Context: an optimization exercise on an open-source flow, tuned for small area, a short achievable clock period and few clock cycles per item. The choices shown serve that exercise and are no tape-out recipe.
Where RTL was checked, it was by simulation tests only, not by an equivalence proof against the original.
No activity file was given, so power comes from the tool's default toggle rates.

==> flow/design.v (excerpt) <==
module chip8_instruction_execute_top #(
    parameter int unsigned STACK_DEPTH = 16
) (
    input  wire logic        aclk,
    input  wire logic        aresetn,
    input  wire logic        cfg_valid,
    output logic             cfg_ready,
    input  wire logic [11:0] cfg_start_address,
    input  wire logic        s_valid,
    output logic             s_ready,
    input  wire logic [15:0] s_instruction,
    output logic             m_valid,
    input  wire logic        m_ready,
    output logic [11:0]      m_pc_value,
    output logic [11:0]      m_index_value,
    output logic             m_reg_written,
    output logic [3:0]       m_reg_number,
    output logic [7:0]       m_vreg_data,
    output logic             m_flag_written,
    output logic             m_flag_value,
    output logic [1:0]       m_status
);
    localparam int unsigned CW = $clog2(STACK_DEPTH + 1);
    localparam int unsigned AW = (STACK_DEPTH > 1) ? $clog2(STACK_DEPTH) : 1;
    localparam int unsigned RW = 17;    
    logic        s_ready_reg, rst_reg;
    logic        r_valid_reg, r2_valid_reg, e_valid_reg, h_valid_reg;
    logic        r_valid_nxt, r2_valid_nxt, e_valid_nxt, h_valid_nxt;
    logic        e_fire, r_adv, r_load, accept, h_en;
  ...
export LEC_CHECK = 0
export CAP_MARGIN = 20
export CORE_MARGIN = 2
export CORE_UTILIZATION = 40
export SLEW_MARGIN = 20
create_clock -name core_clock -period 7.0 [get_ports {aclk}]
run.sh (not shown) runs the stock make flow with config.mk's settings and CLKGATE_MAP_FILE= SYNTH_SCRIPT=/design/flow/synth_recipe.tcl, a recipe that flattens the netlist after the stock synthesis.
Change:
Settings changed: ABC_CLOCK_PERIOD_IN_PS from default to 2500, SETUP_SLACK_MARGIN from default to 4.5, TNS_END_PERCENT from default to 5.
=> Worst setup slack gains 1200 ps. Clock skew is lower by 4.3 ps. Critical path depth is lower by 6. Sequential cell count stays the same. Sequential share of layout area is lower by 4.1 points. Synthesized cell count is unchanged.
Change:
Settings changed: SETUP_SLACK_MARGIN 4.5 to 4.3.
- combinational power goes down by 6.5%
- hold slack got worse by 16 ps
- die area does not change
- fmax decreases by 8.2%
- cell count fell by 1.2%
Change:
==> flow/flow/run.sh (new file) <==
#!/bin/bash
# The standard layout, with plain buffers (instead of the delay cells the
# resizer picks by default) on the input and output ports.
set -euo pipefail
bash standard.sh BUFFER_PORTS_ARGS="-buffer_cell sky130_fd_sc_hd__buf_2" finish > standard_flow.log 2>&1
==> flow/standard.sh (new file) <==
#!/bin/bash
# synth_recipe.tcl (not shown) runs the flow's synth.tcl, then flattens the netlist and writes it again
# the make line also repeats each setting of config.mk as NAME=value (left out here)
make -C /OpenROAD-flow-scripts/flow DESIGN_CONFIG=/design/flow/config.mk WORK_HOME=/design/flow/orfs CLKGATE_MAP_FILE= SYNTH_SCRIPT=/design/flow/synth_recipe.tcl "${@:-finish}"
Settings changed: SETUP_SLACK_MARGIN 4.3 to 4.5.
removed: flow/run.sh
=> Global-route usage shrinks by 0.29 points. First-iteration DRC count grows by 13%. Core utilization shrinks by 0.82 points.
Function was not checked in any run of this note: the RTL went through the layout flow alone.

chip8_instruction_execute_top, a different RTL version from the one above (not shown whole).
Size in the first run: ~450 flip-flops, roughly 77 I/O pins.
// chip8_instruction_execute_top
module chip8_instruction_execute_top #(
    parameter int unsigned STACK_DEPTH = 16
) (
    input  wire logic        aclk,
    input  wire logic        aresetn,
    input  wire logic        cfg_valid,
    output logic             cfg_ready,
    input  wire logic [11:0] cfg_start_address,
    input  wire logic        s_valid,
    output logic             s_ready,
    input  wire logic [15:0] s_instruction,
    output logic             m_valid,
    input  wire logic        m_ready,
    output logic [11:0]      m_pc_value,
    output logic [11:0]      m_index_value,
    output logic             m_reg_written,
    output logic [3:0]       m_reg_number,
    output logic [7:0]       m_vreg_data,
    output logic             m_flag_written,
    output logic             m_flag_value,
    output logic [1:0]       m_status
);
clock: 7.0 ns
lec_check: 0
abc_area: 1
abc_clock_period_in_ps: 2500
cap_margin: 20
core_margin: 2
core_utilization: 58
cts_cluster_diameter: 100
cts_cluster_size: 25
setup_slack_margin: 4.5
slew_margin: 20
tns_end_percent: 20
standard.sh (not shown) runs the stock make flow with config.mk's settings and CLKGATE_MAP_FILE= SYNTH_SCRIPT=/design/flow/synth_recipe.tcl, a recipe that flattens the netlist after the stock synthesis.
==> flow/flow/run.sh <==
#!/bin/bash
# The standard layout, with plain buffers (instead of the delay cells the
# resizer picks by default) on the input and output ports.
set -euo pipefail
bash standard.sh BUFFER_PORTS_ARGS="-buffer_cell sky130_fd_sc_hd__buf_2" finish > standard_flow.log 2>&1
Testbench counts at the start, summed over its fixed seeds: cycles 12,024, items 12,000.
Next try:
Settings changed: CORE_UTILIZATION 58 to 62.
Result: The new run ran to the end with no violations. Total power falls by about 1.1%. Routed wire length fell by about 3%. Via count is lower by 0.43%. Clock-buffer cell count decreases by 7. Hold slack is better by 0.0061 ns. Setup slack improved by 0.045 ns. Core utilization grows by 4.4 points. Cell count goes down by about 0.9%.
Next try:
Settings changed: CTS_CLUSTER_DIAMETER 100 to 150, SETUP_SLACK_MARGIN 4.5 to 4.4.
Effect: The changed run completed with no timing, DRC or antenna violations; worst hold slack hardly moves; clock power barely changes; wire length goes down by 0.46%; die area is unchanged; design area goes down by 1.4%; synthesized area does not change; cell count goes down by 0.75%; total power goes down by 0.98%; critical path depth does not change; via count goes down by 0.68%.
Next try:
Settings changed: CORE_UTILIZATION 62 to 66, CTS_CLUSTER_DIAMETER 150 to 100.
After rerunning:
- The changed run produced a clean layout
- worst setup slack gets worse by 0.022 ns
- area after synthesis is unchanged
- design area stays flat
- combinational power is higher slightly
- die area is lower by a few percent
- global-route usage is higher by 2.1 points
- total power is higher slightly
- count of clock-buffer cells in the layout is higher by 8
- sequential share of layout area is about the same
- core utilization is higher by 4.3 points
- via count is higher slightly

## lane 1
Another version of the RTL of chip8_instruction_execute_top (not shown whole).
For scale: ~2,100 cells after synthesis, roughly 450 flip-flops, about 77 I/O pins, roughly 21,000 sq um of cells after synthesis.
export LEC_CHECK = 0
export ABC_AREA = 1
export ABC_CLOCK_PERIOD_IN_PS = 2500
export CAP_MARGIN = 20
export CORE_MARGIN = 2
export CORE_UTILIZATION = 55
export CTS_CLUSTER_DIAMETER = 100
export CTS_CLUSTER_SIZE = 20
export SETUP_SLACK_MARGIN = 4.5
export SLEW_MARGIN = 20
export TNS_END_PERCENT = 20
create_clock -name core_clock -period 7.0 [get_ports {aclk}]
Scripts as last shown in full above: flow/flow/run.sh
Testbench counts of lane 1, summed over its fixed seeds: cycles 12,024, items 12,000.
Changes in lane 2 relative to lane 1:
Settings: SLEW_MARGIN now 0, was 20; CTS_CLUSTER_SIZE now 25, was 20; CAP_MARGIN now 0, was 20.
Delta (lane 2 minus lane 1): setup slack +0.015 ns, shortest clock period the worst path allows after layout shows a reduction of 0.015 ns, number of nets in the layout now smaller, finished layout cell area decreased 1.6%, leakage power saw a decrease. Comparing met1 wire length for lane 2 and lane 1, the bigger number came from lane 1.
Input-level comparison between lane 3 and lane 2:
Settings: changing TNS_END_PERCENT from 20 to 5; changing CTS_CLUSTER_SIZE from 25 to 20; changing CAP_MARGIN from 0 to 20; removing ABC_AREA (formerly 1); changing SLEW_MARGIN from 0 to 20; changing CORE_UTILIZATION from 55 to 40.
==> flow/run.sh (new file) <==
#!/bin/bash
# synth_recipe.tcl (not shown) runs the flow's synth.tcl, then flattens the netlist and writes it again
# the make line also repeats each setting of config.mk as NAME=value (left out here)
make -C /OpenROAD-flow-scripts/flow DESIGN_CONFIG=/design/flow/config.mk WORK_HOME=/design/flow/orfs CLKGATE_MAP_FILE= SYNTH_SCRIPT=/design/flow/synth_recipe.tcl finish
removed: flow/flow/run.sh
removed: flow/standard.sh
--- outcome ---
- The die area in lane 3 sits 40% above the value recorded for lane 2.
- In the tables for lane 3 and lane 2, setup slack reads lower with lane 3.
- NOTE number of placement rows lane 2->lane 3 increased by more than 10%
- As far as leakage power is concerned, lane 2 and lane 3 perform about the same.
diff inputs: lane 3 => lane 4
Settings: a change of TNS_END_PERCENT from 5 to 20; a change of CTS_CLUSTER_SIZE from 20 to 25; a change of CORE_UTILIZATION from 40 to 55; an added ABC_AREA of 1.
==> flow/flow/run.sh (new file) <==
#!/bin/bash
# The standard layout, with plain buffers (instead of the delay cells the
# resizer picks by default) on the input and output ports.
set -euo pipefail
bash standard.sh BUFFER_PORTS_ARGS="-buffer_cell sky130_fd_sc_hd__buf_2" finish > standard_flow.log 2>&1
==> flow/standard.sh (new file) <==
#!/bin/bash
# synth_recipe.tcl (not shown) runs the flow's synth.tcl, then flattens the netlist and writes it again
# the make line also repeats each setting of config.mk as NAME=value (left out here)
make -C /OpenROAD-flow-scripts/flow DESIGN_CONFIG=/design/flow/config.mk WORK_HOME=/design/flow/orfs CLKGATE_MAP_FILE= SYNTH_SCRIPT=/design/flow/synth_recipe.tcl "${@:-finish}"
removed: flow/run.sh
Findings:
Lane 4 vs lane 3, critical setup path kind: register to primary output vs register to register
Measured against each other, lane 4 and lane 3 differ in design area, the lower figure coming from lane 4.
Going from lane 3 to lane 4, via count rose by 12%, number of resized instances in the post-cts repair step fell by 69, register-to-register slack rose by 0.19 ns, share of the synthesized area in compound gates (AO/OA/AOI/OAI) fell by 2.3 points.
Changes in lane 5 relative to lane 4:
Settings: CTS_CLUSTER_SIZE changed from 25 to 20; TNS_END_PERCENT changed from 20 to 5; SETUP_SLACK_MARGIN changed from 4.5 to 4.8.
==> notes.md <==
Compared with lane 4, lane 5 shows clock-buffer cell count higher by about 25%. In the metrics for lane 5 and lane 4, the one carrying the higher cell area after layout is lane 5. The final routed wirelength across all metal layers reported for lane 5 is greater than that of lane 4 by 2.4%. Lane 5 vs. lane 4: total negative slack for setup checks did not really move; number of standard cells in the final layout excluding fillers grew by 74; clock skew moved down; critical path depth moved up. Min total of plain and repair buffers excluding clock buffers across lane 5 and lane 4: lane 4. Comparing lane 5 with lane 4, the placed cell count came out essentially unchanged. Summary of lane 5 over lane 4: routed length on met2 went up; proportion of cell area occupied by registers now sits lower.

== run A ==
chip8_instruction_execute_top again, from the RTL that the note above started with.
Settings: LEC_CHECK=0, ABC_AREA=1, ABC_CLOCK_PERIOD_IN_PS=2500, CAP_MARGIN=20, CORE_MARGIN=2, CORE_UTILIZATION=40, CTS_CLUSTER_DIAMETER=100, CTS_CLUSTER_SIZE=20, SETUP_SLACK_MARGIN=4.5, SLEW_MARGIN=20, TNS_END_PERCENT=5; clock period 7.0 ns.
==> flow/flow/run.sh <==
#!/bin/bash
# The standard layout, with plain buffers (instead of the delay cells the
# resizer picks by default) on the input and output ports.
set -euo pipefail
bash standard.sh BUFFER_PORTS_ARGS="-buffer_cell sky130_fd_sc_hd__buf_2" finish > standard_flow.log 2>&1
Run A finished every step from synthesis to the final layout, and the layout passed the timing, design-rule and antenna checks.
Testbench counts of run A, summed over its fixed seeds: cycles 12,024, items 12,000.
Input-level comparison between run B and run A:
# run A
export LEC_CHECK = 0
export ABC_AREA = 1
export ABC_CLOCK_PERIOD_IN_PS = 2500
export CAP_MARGIN = 20
export CORE_MARGIN = 2
export CORE_UTILIZATION = 40
export CTS_CLUSTER_DIAMETER = 100
export CTS_CLUSTER_SIZE = 20
export SETUP_SLACK_MARGIN = 4.5
export SLEW_MARGIN = 20
export TNS_END_PERCENT = 5
create_clock -name core_clock -period 7.0 [get_ports {aclk}]
# run B
export LEC_CHECK = 0
export ABC_AREA = 1
export ABC_CLOCK_PERIOD_IN_PS = 2500
export CAP_MARGIN = 20
export CORE_MARGIN = 2
export CORE_UTILIZATION = 55
export CTS_CLUSTER_DIAMETER = 60
export CTS_CLUSTER_SIZE = 30
export SETUP_SLACK_MARGIN = 4.5
export SLEW_MARGIN = 20
export TNS_END_PERCENT = 20
create_clock -name core_clock -period 7.0 [get_ports {aclk}]
Notes after the runs:
- Relative to run A, the first-iteration DRC count measured on run B has decreased by a little under 10%.
- Lower sequential share of layout area goes to run A over run B.
- Against run A as the reference, run B delivers a lower post-placement cell area.
- Compared to run A, run B reaches a higher achievable clock.
- Per the comparison of run B with run A, layout-stage area growth over the synthesis result shows a reduction of 0.80 points, non-clock buffer count shows a reduction of 30, non-clock buffer area fraction after layout shows a reduction of 1.6 points, first-pass GRT wire length shows a reduction of 2600 um, multi-input gate share of total cell area shows no meaningful change.
The following lists how run C was set up differently from run B:
# run B
export LEC_CHECK = 0
export ABC_AREA = 1
export ABC_CLOCK_PERIOD_IN_PS = 2500
export CAP_MARGIN = 20
export CORE_MARGIN = 2
export CORE_UTILIZATION = 55
export CTS_CLUSTER_DIAMETER = 60
export CTS_CLUSTER_SIZE = 30
export SETUP_SLACK_MARGIN = 4.5
export SLEW_MARGIN = 20
export TNS_END_PERCENT = 20
create_clock -name core_clock -period 7.0 [get_ports {aclk}]
# run C
export LEC_CHECK = 0
export ABC_AREA = 1
export ABC_CLOCK_PERIOD_IN_PS = 2500
export CAP_MARGIN = 20
export CORE_MARGIN = 2
export CORE_UTILIZATION = 65
export CTS_CLUSTER_DIAMETER = 100
export CTS_CLUSTER_SIZE = 20
export SETUP_SLACK_MARGIN = 4.5
export SLEW_MARGIN = 20
export TNS_END_PERCENT = 20
create_clock -name core_clock -period 7.0 [get_ports {aclk}]
Findings:
Run C reached the end of the flow, and the finished layout is clean on the timing, design-rule and antenna checks. Clock network power share was higher in the run labelled run B. Between run B and run C, final design area excluding fillers is lower for run C, run B comes in above that. Floorplan row count: run C < run B. In run C the max-slew headroom at the worst pin turned out 0.65 points lower than in run B. The core of run C is more densely filled than that of run B. Compared with run B, run C shows a final critical path time including I/O delays and setup that is 0.033 ns lower. Run B has a lower final weighted congestion in routability-driven placement than run C. Taking run B as the reference, in run C clock network area share went down by 2.3 points, hold slack went up by 0.0060 ns. On fraction of area in non-clock buffers: between run B and run C, it ends up lower for run B. Cmp run C vs run B: sequential cell area share higher in run C.
#### Input delta (run D over run C)
# run C
export LEC_CHECK = 0
export ABC_AREA = 1
export ABC_CLOCK_PERIOD_IN_PS = 2500
export CAP_MARGIN = 20
export CORE_MARGIN = 2
export CORE_UTILIZATION = 65
export CTS_CLUSTER_DIAMETER = 100
export CTS_CLUSTER_SIZE = 20
export SETUP_SLACK_MARGIN = 4.5
export SLEW_MARGIN = 20
export TNS_END_PERCENT = 20
create_clock -name core_clock -period 7.0 [get_ports {aclk}]
# run D
export LEC_CHECK = 0
export ABC_AREA = 1
export ABC_CLOCK_PERIOD_IN_PS = 2500
export CAP_MARGIN = 20
export CORE_MARGIN = 2
export CORE_UTILIZATION = 55
export CTS_CLUSTER_DIAMETER = 100
export CTS_CLUSTER_SIZE = 20
export SETUP_SLACK_MARGIN = 4.5
export SLEW_MARGIN = 20
export TNS_END_PERCENT = 5
create_clock -name core_clock -period 7.0 [get_ports {aclk}]
==> notes.md <==
- Compared with run C, in run D total wire length +about 6%; clock latency reported for the late side of the worst-skew pair increased 0.02 ns.
- Run D vs. run C: placed standard-cell area has increased; minimum period implied by the final worst setup slack +0.042 ns; sequential share of layout area held steady; largest net degree at the start of global routing decreased 2; fraction of met1 tracks used by global routing lower.
- Final hold slack essentially unchanged between run C and run D.
- Looking at relative area of non-clock buffer cells in the final design, run D sits above run C.
- Delta (run D minus run C): total routing usage reported by global routing down 2.7 points; register clock-pin slew on the reported worst setup and hold paths flat.

chip8_instruction_execute_top, a different RTL version from the one above (not shown whole).
For scale: about 1,400 cells after synthesis, roughly 77 I/O pins, ~20,000 um2 of cells after synthesis.
Settings: LEC_CHECK=0, ABC_CLOCK_PERIOD_IN_PS=2500, CAP_MARGIN=20, CORE_MARGIN=2, CORE_UTILIZATION=40, CTS_BUF_LIST=sky130_fd_sc_hd__clkbuf_8, SETUP_SLACK_MARGIN=4.5, SLEW_MARGIN=20, TNS_END_PERCENT=5; clock period 7.0 ns.
run.sh (not shown) runs the stock make flow with config.mk's settings and CLKGATE_MAP_FILE= SYNTH_SCRIPT=/design/flow/synth_recipe.tcl, a recipe that flattens the netlist after the stock synthesis.
Stock flow here: none of the scripts above is used.
The first run completed with no timing, DRC or antenna violations.
Rerun with:
--- a/flow/config.mk
+++ b/flow/config.mk
@@ -11,3 +11,2 @@
 export CORE_UTILIZATION = 40
-export CTS_BUF_LIST = sky130_fd_sc_hd__clkbuf_8
 export SETUP_SLACK_MARGIN = 4.5
- The new run went through all stages and came out clean
- final cell count is lower by about 1.7%
- combinational power is higher by about 2%
- setup slack improved by 3.1 ps
- cell area is higher by about 0.36%
- synthesized area stays the same
- via count is lower by 1.6%
- utilization is higher by 0.18 points
- flip-flop and latch count does not change
Function was not checked in any run of this note: the RTL went through the layout flow alone.

## afterwards: timing with drivers on the ports
In the flow no input, the clock included, has a driving cell. The finished layouts below were timed again as built, in two steps. Step 1 sets driving cells, clkbuf_16 on the clock port and buf_2 on the other inputs (assumed; they add their load-dependent delay and slew). Step 2 moves the port delays by t, midway between the first and last clock arrival at a register: inputs arrive t later, outputs are due t later. That takes back most of the time a late clock gives input paths. Three values: no drivers, after step 1, after step 2; two values: the first two.
run | t, ns | setup slack, ns | cell pins on the clock port's net
the first run of note 1 | 0.649 | 3.049 / 3.086 / 2.437 | 1
the second run of note 1 | 0.646 | 4.281 / 4.221 / 3.704 | 1
the third run of note 1 | 0.658 | 4.040 / 3.979 / 3.625 | 1
the fourth run of note 1 | 0.647 | 4.208 / 4.210 / 3.600 | 1
the first run of note 2 | 0.609 | 4.282 / 4.229 / 3.920 | 1
the second run of note 2 | 0.597 | 4.328 / 4.269 / 3.815 | 1
the third run of note 2 | 0.597 | 4.320 / 4.262 / 3.795 | 1
the fourth run of note 2 | 0.599 | 4.299 / 4.246 / 3.778 | 1
lane 1 | 0.630 | 4.264 / 4.205 / 3.692 | 1
lane 2 | 0.615 | 4.279 / 4.222 / 3.732 | 1
lane 3 | 0.659 | 4.161 / 4.107 / 3.763 | 1
lane 4 | 0.615 | 4.279 / 4.222 / 3.732 | 1
lane 5 | 0.635 | 4.309 / 4.253 / 3.709 | 1
run A | 0.637 | 4.266 / 4.224 / 3.662 | 1
run B | 0.612 | 4.294 / 4.239 / 3.750 | 1
run C | 0.615 | 4.327 / 4.274 / 3.744 | 1
run D | 0.635 | 4.286 / 4.256 / 3.688 | 1
the first run of note 5 | 0.710 | 3.995 / 3.995 / 3.306 | 1
the second run of note 5 | 0.636 | 3.998 / 4.022 / 3.386 | 1
After both steps setup and hold are still met in every run listed. The setup slack of the first run of note 5, which loses most, moves by 0.000 ns with the drivers and by -0.689 ns with both steps.
